What follows belongs to an exercise in optimizing a design on an open flow for small area and a short achievable clock period; a production flow would make more cautious choices.
The RTL was checked by simulation tests, not by an equivalence proof against the original design.

==> flow/design.v, too long to show whole: its modules and the start of the top module <==
// module mac_sequencer: 2609 lines
// module mac_fa: 10 lines
// module mac_ha: 9 lines
module mac_sequencer #(
    parameter int ADDR_W = 21,
    parameter int CNT_W  = 4,
    parameter int STRIDE = 8,
    parameter int DATA_W = 64
) (
    input  logic                      clk,
    input  logic                      rst_n,
    input  logic                      start,
    input  logic [ADDR_W-1:0]         start_addr,
    input  logic [CNT_W-1:0]          start_count,
    output logic                      busy,
    output logic [ADDR_W+CNT_W:0]     mir,
    output logic                      mem_req,
    output logic [ADDR_W-1:0]         mem_addr,
    input  logic                      mem_ack,
    input  logic [DATA_W-1:0]         mem_rdata,
    output logic [DATA_W-1:0]         acc_out,
    output logic                      done
);
  // ...
==> flow/flow/run.sh <==
#!/bin/bash
# The standard ORFS layout (standard.sh), with the smallest buffer on the ports
# (buffer_ports -buffer_cell), and repair_timing aiming for a few tenths of a ns more
# setup slack than the standard flow's setting allows, to cover the routed parasitics.
set -uo pipefail
bash standard.sh SETUP_SLACK_MARGIN=5.3 'BUFFER_PORTS_ARGS=-buffer_cell sky130_fd_sc_hd__buf_1' finish > make_finish.log 2>&1
==> flow/standard.sh <==
#!/bin/bash
# synth_recipe.tcl (not shown) runs the flow's synth.tcl, then flattens the netlist and writes it again
# the make line also repeats each setting of config.mk as NAME=value (left out here)
make -C /OpenROAD-flow-scripts/flow DESIGN_CONFIG=/design/flow/config.mk WORK_HOME=/design/flow/orfs CLKGATE_MAP_FILE= SYNTH_SCRIPT=/design/flow/synth_recipe.tcl "${@:-finish}"
==> flow/config.mk <==
export PLATFORM = sky130hd
export DESIGN_NAME = mac_sequencer
export DESIGN_NICKNAME = mac_sequencer
export VERILOG_FILES = /design/flow/design.v
export SDC_FILE = /design/flow/constraint.sdc
export NUM_CORES = 4
export LEC_CHECK = 0
export ABC_AREA = 1
export CAP_MARGIN = 20
export CORE_MARGIN = 2
export CORE_UTILIZATION = 40
export CTS_CLUSTER_DIAMETER = 100
export CTS_CLUSTER_SIZE = 30
export GPL_ROUTABILITY_DRIVEN = 0
export SLEW_MARGIN = 20
export SYNTH_HIERARCHICAL = 1
export SYNTH_MINIMUM_KEEP_SIZE = 0
==> flow/constraint.sdc <==
create_clock -name core_clock -period 10.0 [get_ports {clk}]
set_input_delay 2.0000 -clock core_clock [delete_from_list [all_inputs] [get_ports {clk}]]
set_output_delay 2.0000 -clock core_clock [all_outputs]
set_load 0.01 [all_outputs]
==> impl_metrics.ini, run 1 <==
[synth]
synth.mux.area_fraction_pct = 0
ys_ff_latch = 301
synth_edf_count = 0
synth_xor_xnor_area_share_pct = 15.3
synthTopCellsByArea = fa_1, xor2_1, dfxtp_1
yosysWarnings = 9

[timing]
fin_crit_ns = 4.69
skew_ns = 0.0330
setup_ws_ns = 5.31
worstMarginPinSlew_ns = 1.05

[grt]
use_met1_pct = 32.7
antenna_found_initial = 4
grt_use_total_pct = 25.5

[detailed_routing]
routed-wl-met3_um = 11000
num_vias = 24284
drt_iter0_drc = 2665
wl_met1_um = 39000

[layout]
area.share.sequential_pct = 19.0
bufAreaShareNonClock_pct = 5.01
final_core_util_pct = 44.4

[worst_hold_path]
hold_depth = 2
hp-class = reg2reg

[placement]
dpl-instance-area_um2 = 32600

[setup_path]
endpoint = ps_q[100]
critPathTopFamily = adder cells

[clock_network]
htreeDepth = 1
cts_hold_buffers = 0
clkSinkCount = 301

[outcome]
status = timing/DRC/antenna clean
==> inputs of run 2 (changes only) <==
--- a/flow/config.mk
+++ b/flow/config.mk
@@ -6,12 +6,11 @@
 export NUM_CORES = 4
 export LEC_CHECK = 0
 export ABC_AREA = 1
-export CAP_MARGIN = 20
+export CAP_MARGIN = 10
 export CORE_MARGIN = 2
 export CORE_UTILIZATION = 40
 export CTS_CLUSTER_DIAMETER = 100
 export CTS_CLUSTER_SIZE = 30
-export GPL_ROUTABILITY_DRIVEN = 0
-export SLEW_MARGIN = 20
+export SLEW_MARGIN = 10
 export SYNTH_HIERARCHICAL = 1
 export SYNTH_MINIMUM_KEEP_SIZE = 0
==> run 2 against run 1 <==
Net effect: sequential share of layout area hardly changed; global-route usage is the same; utilization grew 0.092 points; critical endpoint is now ps_q[70].
==> impl_metrics.ini, run 2 <==
[placement]
dpl.hpwl_um = 65700
port_buffers = 206
gp_congestion = 0.869

[timing]
fin_crit_ns = 4.69
skew_ns = 0.0379
finalHoldWorstSlack_ns = 0.525
report.final.slew_viol_count = 0
max_freq_ghz = 0.213
relSlewSlack_pct = 23.6
setup_violations = 0
worstMarginPinSlew_ns = 1.15
rsz0062_at_grt = yes
tns_ns = 0
period_share_pct = 46.9
finalHoldViolations = 0

[setup_path]
rrSetupSlack_ns = 5.41
rr_worst_depth = 22
r2r_end = acc_q[62]
crit_required_ns = 10.47
startpoint_type = primary input
crit_path_max_fanout = 39
crit_path_start = mem_rdata[7]
end_kind = register
arrival_ns = 5.16
path_class = in2reg
r2r_start = acc_q[25]

[grt]
antenna_found_initial = 4
grt_pass1_vias = 25112
grt_pass1_wl_um = 154000
grt_max_degree = 107
grt_use_total_pct = 25.5
gr-total-overflow = 0

[detailed_routing]
ant_nets = 0
drtPass1Iterations = 5
drt_iter0_drc = 2554
post_drt_wl_per_cell_um = 24.7
drc = 0
viasPerCell = 5.91
num_vias = 24483
routed_wirelength_um = 102000

[synth]
synth_seq_area_share_pct = 20.9
avgSynthCellArea_um2 = 10.1
synth.most_common_cell = xor2_1
async_reset_ff_share_pct = 31.2
synth_cell_types = 45
netlist_top_cells_count = xor2_1, fa_1, o22ai_1, inv_1, dfxtp_1
synth_top_area_share_pct = 32.9
ys_ff_latch = 301
syn_nets = 3802
yosysTopAreaCell = fa_1
synth_edf_count = 0
synthTopCellsByArea = fa_1, xor2_1, dfxtp_1
synth_area_um2 = 31100
synthFlopType = dfxtp_1
yosysWarnings = 9
synthCells = 3072

[clock_network]
clk_path_buf_depth = 3
clk_pin_slew_ns = 0.11
clkSinkCount = 301
cts_tree = built
root_buffer = clkbuf_16
cts_buffers = 21
insertion_delay_ns = 0.59
htreeDepth = 1

[layout]
nNetsFinal = 3814
reg.largest.list = ps_q: 207 flops, acc_q: 64 flops, addr_q: 21 flops
layout-drive-gt1-share_pct = 8.78
final_common_cell = xor2_1
largest_reg_flops = 207
final_cell_mix = xor2_1, o22ai_1, fa_1
largest-register = ps_q
syn_to_final_growth_pct = 10.5

[flow_run]
maxCapViolCount = 0

[die]
coreArea_um2 = 77200
row_count = 102
die_w_um = 283
start_util_pct = 40.3
die_y_um = 283
dieArea_um2 = 80000
pin_count = 207

[worst_hold_path]
hp-class = reg2reg
hold_depth = 2
min_to = valid_q
min_from = valid_q

[outcome]
status = timing/DRC/antenna clean
-- run 2: cell counts after synthesis --
No cell type changed its count.
-- run 2: worst max path at each step --
stage / end / slack (ns) / cells past startpoint
after floorplan: ps_q[70] / 5.33 / 10
after global placement: ps_q[145] / 3.99 / 10
after detailed placement: ps_q[145] / 3.97 / 10
after CTS: acc_q[63] / 5.30 / 18
after global routing: acc_q[62] / 5.23 / 22
final: ps_q[70] / 5.31 / 11
-- run 2: Yosys stat by module, one instance, submodules excluded --
module         cell area [um2]  cells inside  times used  flip-flops and latches
mac_fa                    20.0             1         484                       0
mac_ha                    12.5             1          45                       0
mac_sequencer            20900          2543           1                     301
-- run 2: routing by layer --
metal	vias up	wire [um]	track usage, %
li1	10328	-	-
met1	12380	39800	32.7
met2	1471	48100	41.0
met3	300	10500	6.79
met4	4	4050	10.0
met5	-	21	0
-- run 2: cell families after synthesis --
group	synth area share (%)
AO/OA/AOI/OAI	13.9
adder cells (fa/ha/maj)	38.0
XOR/XNOR	15.3
buffers and inverters	6.95
AND/OR/NAND/NOR	4.93
flip-flops	20.9
-- run 2: timing repair --
item	CTS	global route
setup endpoints to repair	198	97
hold buffers	0	0
gates cloned	5	1
resized for setup	92	96
pin swaps	10	27
buffers inserted	10	5
-- run 2: stage by stage --
step | setup slack [ns] | util, % | area, um2 | instances
floorplan | 5.33 | - | 31100 | 3072
global placement | 3.99 | 42.2 | 32600 | 4080
detailed placement | 3.97 | 42.2 | 32600 | 4080
CTS | 5.30 | 43.9 | 33900 | 4133
global route | 5.23 | 44.5 | 34400 | 4140
finish | 5.31 | 44.5 | 34400 | 4141
-- run 2: critical path, stage by stage --
cell and delay, ns:
clkbuf_2 0.10, buf_12 0.19, nor2_4 0.29, inv_1 0.12
nand2_4 0.23, buf_6 0.23, o22ai_1 0.11, xor2_1 0.27
fa_1 0.51, fa_1 0.60, fa_1 0.43
-- run 2: layout make-up --
type | instances | area [um2]
clock inverter | 16 | 283
tap | 1040 | 1300
sequential | 301 | 6500
inverter | 226 | 850
timing repair buffer | 291 | 1710
fill | 7341 | 42800
antenna | 2 | 5.00
multi-input combinational | 2243 | 23200
clock buffer | 22 | 529
==> inputs of run 3 (changes only) <==
--- a/flow/config.mk
+++ b/flow/config.mk
@@ -6,11 +6,12 @@
 export NUM_CORES = 4
 export LEC_CHECK = 0
 export ABC_AREA = 1
-export CAP_MARGIN = 10
+export CAP_MARGIN = 20
 export CORE_MARGIN = 2
 export CORE_UTILIZATION = 40
 export CTS_CLUSTER_DIAMETER = 100
 export CTS_CLUSTER_SIZE = 30
-export SLEW_MARGIN = 10
+export SLEW_MARGIN = 20
 export SYNTH_HIERARCHICAL = 1
 export SYNTH_MINIMUM_KEEP_SIZE = 0
+export TNS_END_PERCENT = 0
==> run 3 against run 2 <==
Net effect: sequential share of layout area grew 0.14 points; highest routed layer unchanged; non-clock buffer count is 2 lower; still clean on timing, DRC and antenna; count of clock-buffer cells in the layout unchanged; critical endpoint is now ps_q[100]; critical path type unchanged.
==> impl_metrics.ini, run 3 <==
[layout]
largest-register = ps_q
layout-drive-gt1-share_pct = 8.30
nNetsFinal = 3812
largest_reg_flops = 207
syn_to_final_growth_pct = 9.68
final_common_cell = xor2_1
final_cell_mix = xor2_1, o22ai_1, fa_1
reg.largest.list = ps_q: 207 flops, acc_q: 64 flops, addr_q: 21 flops

[setup_path]
end_kind = register
arrival_ns = 5.26
crit_required_ns = 10.47
cp_common_cell = fa_1
rr_worst_depth = 17
crit_path_cell_trace = clkbuf_2, buf_12, nor2_1, a21oi_4, buf_4, o22ai_1, xor2_1, fa_1, fa_1, fa_1
crit_path_max_fanout = 39
path_class = in2reg
cp_slowest_cell = fa_1
startpoint_type = primary input
cpPeakStageDelay_ns = 0.49

[grt]
antenna_found_initial = 3
grt_pass1_vias = 25074
grt_pass1_wl_um = 154000
grt_use_total_pct = 25.4
grt_use_met2_pct = 40.8
gr-total-overflow = 0
grt_max_degree = 107
use_met1_pct = 32.7
top_usage_layer = met2
grt_use_met3_pct = 6.64

[synth]
synth_cell_types = 45
synth_edf_count = 0
syn_nets = 3802
synthTopCellsByArea = fa_1, xor2_1, dfxtp_1
synthFlopType = dfxtp_1
avgSynthCellArea_um2 = 10.1
synth_area_um2 = 31100
yosysTopAreaCell = fa_1
synth.most_common_cell = xor2_1
netlist_top_cells_count = xor2_1, fa_1, o22ai_1, inv_1, dfxtp_1
synth_seq_area_share_pct = 20.9
yosysWarnings = 9
synth_top_area_share_pct = 32.9
ys_ff_latch = 301
synthCells = 3072
async_reset_ff_share_pct = 31.2

[flow_run]
maxCapViolCount = 0

[clock_network]
cts_buffers = 21
clk_path_buf_depth = 3
insertion_delay_ns = 0.59
root_buffer = clkbuf_16
clkSinkCount = 301
htreeDepth = 1
cts_hold_buffers = 0
cts_tree = built
clk_pin_slew_ns = 0.11

[die]
dieArea_um2 = 80000
die_y_um = 283
start_util_pct = 40.3
coreArea_um2 = 77200
pin_count = 207
die_w_um = 283
row_count = 102

[timing]
setup_violations = 0
tns_ns = 0
setup_ws_ns = 5.21
report.final.slew_viol_count = 0
fin_crit_ns = 4.79
max_freq_ghz = 0.209
finalHoldWorstSlack_ns = 0.524
relSlewSlack_pct = 30.0
period_share_pct = 47.9
rsz0062_at_grt = yes
skew_ns = 0.0364
worstMarginPinSlew_ns = 1.05
finalHoldViolations = 0

[detailed_routing]
viasPerCell = 5.88
drtPass1Iterations = 6
routed_wirelength_um = 102000
drt_iter0_drc = 2617
post_drt_wl_per_cell_um = 24.5
num_vias = 24337
drc = 0
ant_nets = 0

[worst_hold_path]
hp-class = reg2reg
hold_depth = 2

[placement]
preCtsSetupSlack_ns = 3.97
port_buffers = 206
dpl.hpwl_um = 65700
gp_congestion = 0.869

[outcome]
status = timing/DRC/antenna clean
[run 3: cell counts after synthesis]
No cell type changed its count.
[run 3: per-layer routing]
metal	vias to the layer above	wire length [um]
li1	10315	-
met5	-	21
met1	12229	39000
met3	315	10600
met2	1474	47600
met4	4	4370
[run 3: final timing paths]
check                         startpoint         to  slack, ns
setup reg to reg               acc_q[31]  acc_q[51]       5.37
hold reg to reg                  valid_q    valid_q       0.52
hold / removal                   valid_q    valid_q       0.52
max in group asynchronous          rst_n  acc_q[38]       7.17
min in group asynchronous          rst_n   acc_q[8]       1.46
setup / recovery           mem_rdata[25]  ps_q[100]       5.21
[run 3: worst max-delay path, delay by kind of cell]
family          cells  cell delay [ns]
fa+ha+maj           3             1.41
buf+inv             3             0.78
compound gates      2             0.56
xor+xnor            1             0.32
simple gates        1             0.17
[run 3: cell type report]
| class | count | area [um2] |
|---|---|---|
| Fill cell | 7383 | 43100 |
| Multi-Input combinational cell | 2243 | 23100 |
| Sequential cell | 301 | 6500 |
| Timing Repair Buffer | 289 | 1600 |
| Tap cell | 1040 | 1300 |
| Inverter | 226 | 850 |
| Clock buffer | 22 | 529 |
| Clock inverter | 16 | 283 |
| Antenna cell | 1 | 2.50 |
[run 3: timing repair]
item	in CTS	in global routing
pin swaps	8	14
setup buffers	7	7
setup endpoints to repair	198	115
resized for setup	84	59
cloned	5	0
[run 3: cell families after synthesis]
kind of cell / synth area share, %
xor+xnor: 15.3
flops: 20.9
compound gates: 13.9
buf+inv: 6.95
simple gates: 4.93
fa+ha+maj: 38.0
[run 3: Yosys stat by module, one instance, submodules excluded]
| module | area (um2) | flip-flops and latches | times used | cells inside |
|---|---|---|---|---|
| mac_ha | 12.5 | 0 | 45 | 1 |
| mac_fa | 20.0 | 0 | 484 | 1 |
| mac_sequencer | 20900 | 301 | 1 | 2543 |
[run 3: per-stage QoR]
stage / area (um2) / std cells / util [%]
global placement: 32600 / 4080 / 42.2
detailed placement: 32600 / 4080 / 42.2
global route: 34100 / 4138 / 44.2
floorplan: 31100 / 3072 / -
finish: 34100 / 4138 / 44.2
CTS: 33800 / 4130 / 43.8
==> inputs of run 4 (changes only) <==
--- a/flow/config.mk
+++ b/flow/config.mk
@@ -14,4 +14,3 @@
 export SLEW_MARGIN = 20
 export SYNTH_HIERARCHICAL = 1
 export SYNTH_MINIMUM_KEEP_SIZE = 0
-export TNS_END_PERCENT = 0
==> run 4 against run 3 <==
Net effect: synthesized cell count did not move; cell area rose by 0.53%; via count fell by 0.22%; maximum frequency rose by 2.1%; register-to-register slack improved by 0.04 ns; area after synthesis did not move; global-route usage barely moved; flip-flop and latch count did not move; critical path type unchanged; largest cell class unchanged; highest routed layer unchanged.
==> impl_metrics.ini, run 4 <==
[placement]
gp_congestion = 0.869
port_buffers = 206
dpl.hpwl_um = 65700

[grt]
grt_pass1_vias = 25112
grt_max_degree = 107
gr-total-overflow = 0
grt_use_total_pct = 25.5
antenna_found_initial = 4
grt_pass1_wl_um = 154000

[outcome]
status = timing/DRC/antenna clean

[timing]
report.final.slew_viol_count = 0
rsz0062_at_grt = yes
relSlewSlack_pct = 29.8
worstMarginPinSlew_ns = 1.05
max_freq_ghz = 0.213
fin_crit_ns = 4.69
period_share_pct = 46.9
setup_violations = 0
skew_ns = 0.0330
tns_ns = 0
finalHoldViolations = 0
finalHoldWorstSlack_ns = 0.525

[clock_network]
cts_hold_buffers = 0
cts_buffers = 21
cts_tree = built
clkSinkCount = 301
clk_pin_slew_ns = 0.11
clk_path_buf_depth = 3
insertion_delay_ns = 0.59
root_buffer = clkbuf_16
htreeDepth = 1

[detailed_routing]
wl_met2_um = 48200
routed_wirelength_um = 102000
num_vias = 24284
post_drt_wl_per_cell_um = 24.7
drt_iter0_drc = 2665
routed-wl-met3_um = 11000
ant_nets = 0
topRoutingLayerUsed = met5
drc = 0
wl_met1_um = 39000
drtPass1Iterations = 6
viasPerCell = 5.86

[worst_hold_path]
min_to = valid_q
hp-class = reg2reg
min_from = valid_q
hold_depth = 2

[synth]
synth_area_um2 = 31100
synth_edf_count = 0
netlist_top_cells_count = xor2_1, fa_1, o22ai_1, inv_1, dfxtp_1
synth.most_common_cell = xor2_1
synth_seq_area_share_pct = 20.9
synthCells = 3072
ys_ff_latch = 301
avgSynthCellArea_um2 = 10.1
synth_cell_types = 45
yosysWarnings = 9
yosysTopAreaCell = fa_1
synthFlopType = dfxtp_1
async_reset_ff_share_pct = 31.2
syn_nets = 3802
synth_top_area_share_pct = 32.9
synthTopCellsByArea = fa_1, xor2_1, dfxtp_1

[layout]
final_cell_mix = xor2_1, o22ai_1, fa_1
largest_reg_flops = 207
nNetsFinal = 3815
largest-register = ps_q
layout-drive-gt1-share_pct = 8.58
syn_to_final_growth_pct = 10.3
final_common_cell = xor2_1
final.fill_count = 7353
reg.largest.list = ps_q: 207 flops, acc_q: 64 flops, addr_q: 21 flops

[die]
dieArea_um2 = 80000
pin_count = 207
start_util_pct = 40.3
coreArea_um2 = 77200
die_w_um = 283
die_y_um = 283
row_count = 102

[setup_path]
end_kind = register
rrSetupSlack_ns = 5.41
r2r_end = acc_q[62]
crit_path_start = mem_rdata[25]
rr_worst_depth = 19
crit_required_ns = 10.47
startpoint_type = primary input
crit_path_max_fanout = 39
path_class = in2reg
r2r_start = acc_q[31]
arrival_ns = 5.17

[flow_run]
maxCapViolCount = 0
[run 4: cell families (layout without fill, tap and decap cells)]
logic type / after synthesis / in the layout / synth area share (%)
fa+ha+maj: 637 / 637 / 38.0
simple gates: 349 / 349 / 4.93
other cells: 0 / 1 / 0
xor+xnor: 545 / 545 / 15.3
compound gates: 707 / 712 / 13.9
flops: 301 / 301 / 20.9
buf+inv: 533 / 556 / 6.95
[run 4: modules after synthesis (local to each module, per instance)]
module | cells inside | times used
mac_sequencer | 2543 | 1
mac_fa | 1 | 484
mac_ha | 1 | 45
[run 4: worst max path at each step]
stage,endpoint,cells after the start
2_1_floorplan,ps_q[70],10
5_1_grt,acc_q[62],22
6_report,ps_q[100],10
4_1_cts,acc_q[63],18
3_3_place_gp,ps_q[145],10
3_5_place_dp,ps_q[145],10
[run 4: layout make-up]
type / instances / area (um2) / area share, %
repair buffers: 292 / 1720 / 5.01
inverters: 226 / 850 / 2.48
clock inverters: 16 / 283 / 0.824
diodes: 1 / 2.50 / 0.00730
multi-input cells: 2243 / 23100 / 67.4
flip-flops and latches: 301 / 6500 / 19.0
clock buffers: 22 / 529 / 1.54
well taps: 1040 / 1300 / 3.79
[run 4: metal layers]
| metal | vias up | global-route usage, % |
|---|---|---|
| met5 | - | 0 |
| met4 | 4 | 10.0 |
| met3 | 291 | 6.79 |
| met2 | 1468 | 41.0 |
| met1 | 12197 | 32.7 |
| li1 | 10324 | - |
[run 4: critical path, cell delays in order]
cell      delay, ns
clkbuf_2       0.10
buf_12         0.30
nor2_1         0.16
a21oi_4        0.42
buf_6          0.29
o22ai_1        0.12
xor2_1         0.32
fa_1           0.49
fa_1           0.45
fa_1           0.47
[run 4: per-stage QoR]
step / util, % / worst slack [ns] / std cells / instance area (um2)
final: 44.4 / 5.31 / 4141 / 34300
after global routing: 44.4 / 5.22 / 4141 / 34300
after CTS: 43.9 / 5.30 / 4133 / 33900
after detailed placement: 42.2 / 3.97 / 4080 / 32600
after global placement: 42.2 / 3.99 / 4080 / 32600
after floorplan: - / 5.33 / 3072 / 31100
[run 4: repair_timing]
item / in CTS / in global routing
gates cloned: 5 / 1
pin swaps: 10 / 16
buffers inserted: 10 / 6
endpoints found under the setup margin: 198 / 96
resized for setup: 92 / 81

[port drivers added, routing unchanged]
How much do the figures lean on ideal ports? The routed layouts below were timed once more, with nothing changed but the port constraints. Step 1, drivers: a clkbuf_16 drives clk and a buf_2 each remaining input, both assumed. Step 2, shift: input delay + t, output delay - t, t = (earliest + latest rising clock arrival at the registers) / 2. This alone moves slack from input paths to output paths. Three values: ideal ports, drivers, drivers and shift; two values: the first two.
run | t (ns) | setup slack, ns | worst setup path at the end | worst data-port slew with drivers (ns)
run 1 | 0.645 | 5.305 / 5.350 / 4.705 | input to register | 0.13
run 2 | 0.645 | 5.311 / 5.343 / 4.698 | input to register | 0.13
run 3 | 0.641 | 5.206 / 5.251 / 4.609 | input to register | 0.13
run 4 | 0.645 | 5.305 / 5.350 / 4.705 | input to register | 0.13
After both steps every run listed still meets setup and hold. The setup slack of run 2, which loses most, moves by +0.032 ns with the drivers and by -0.613 ns with both steps.
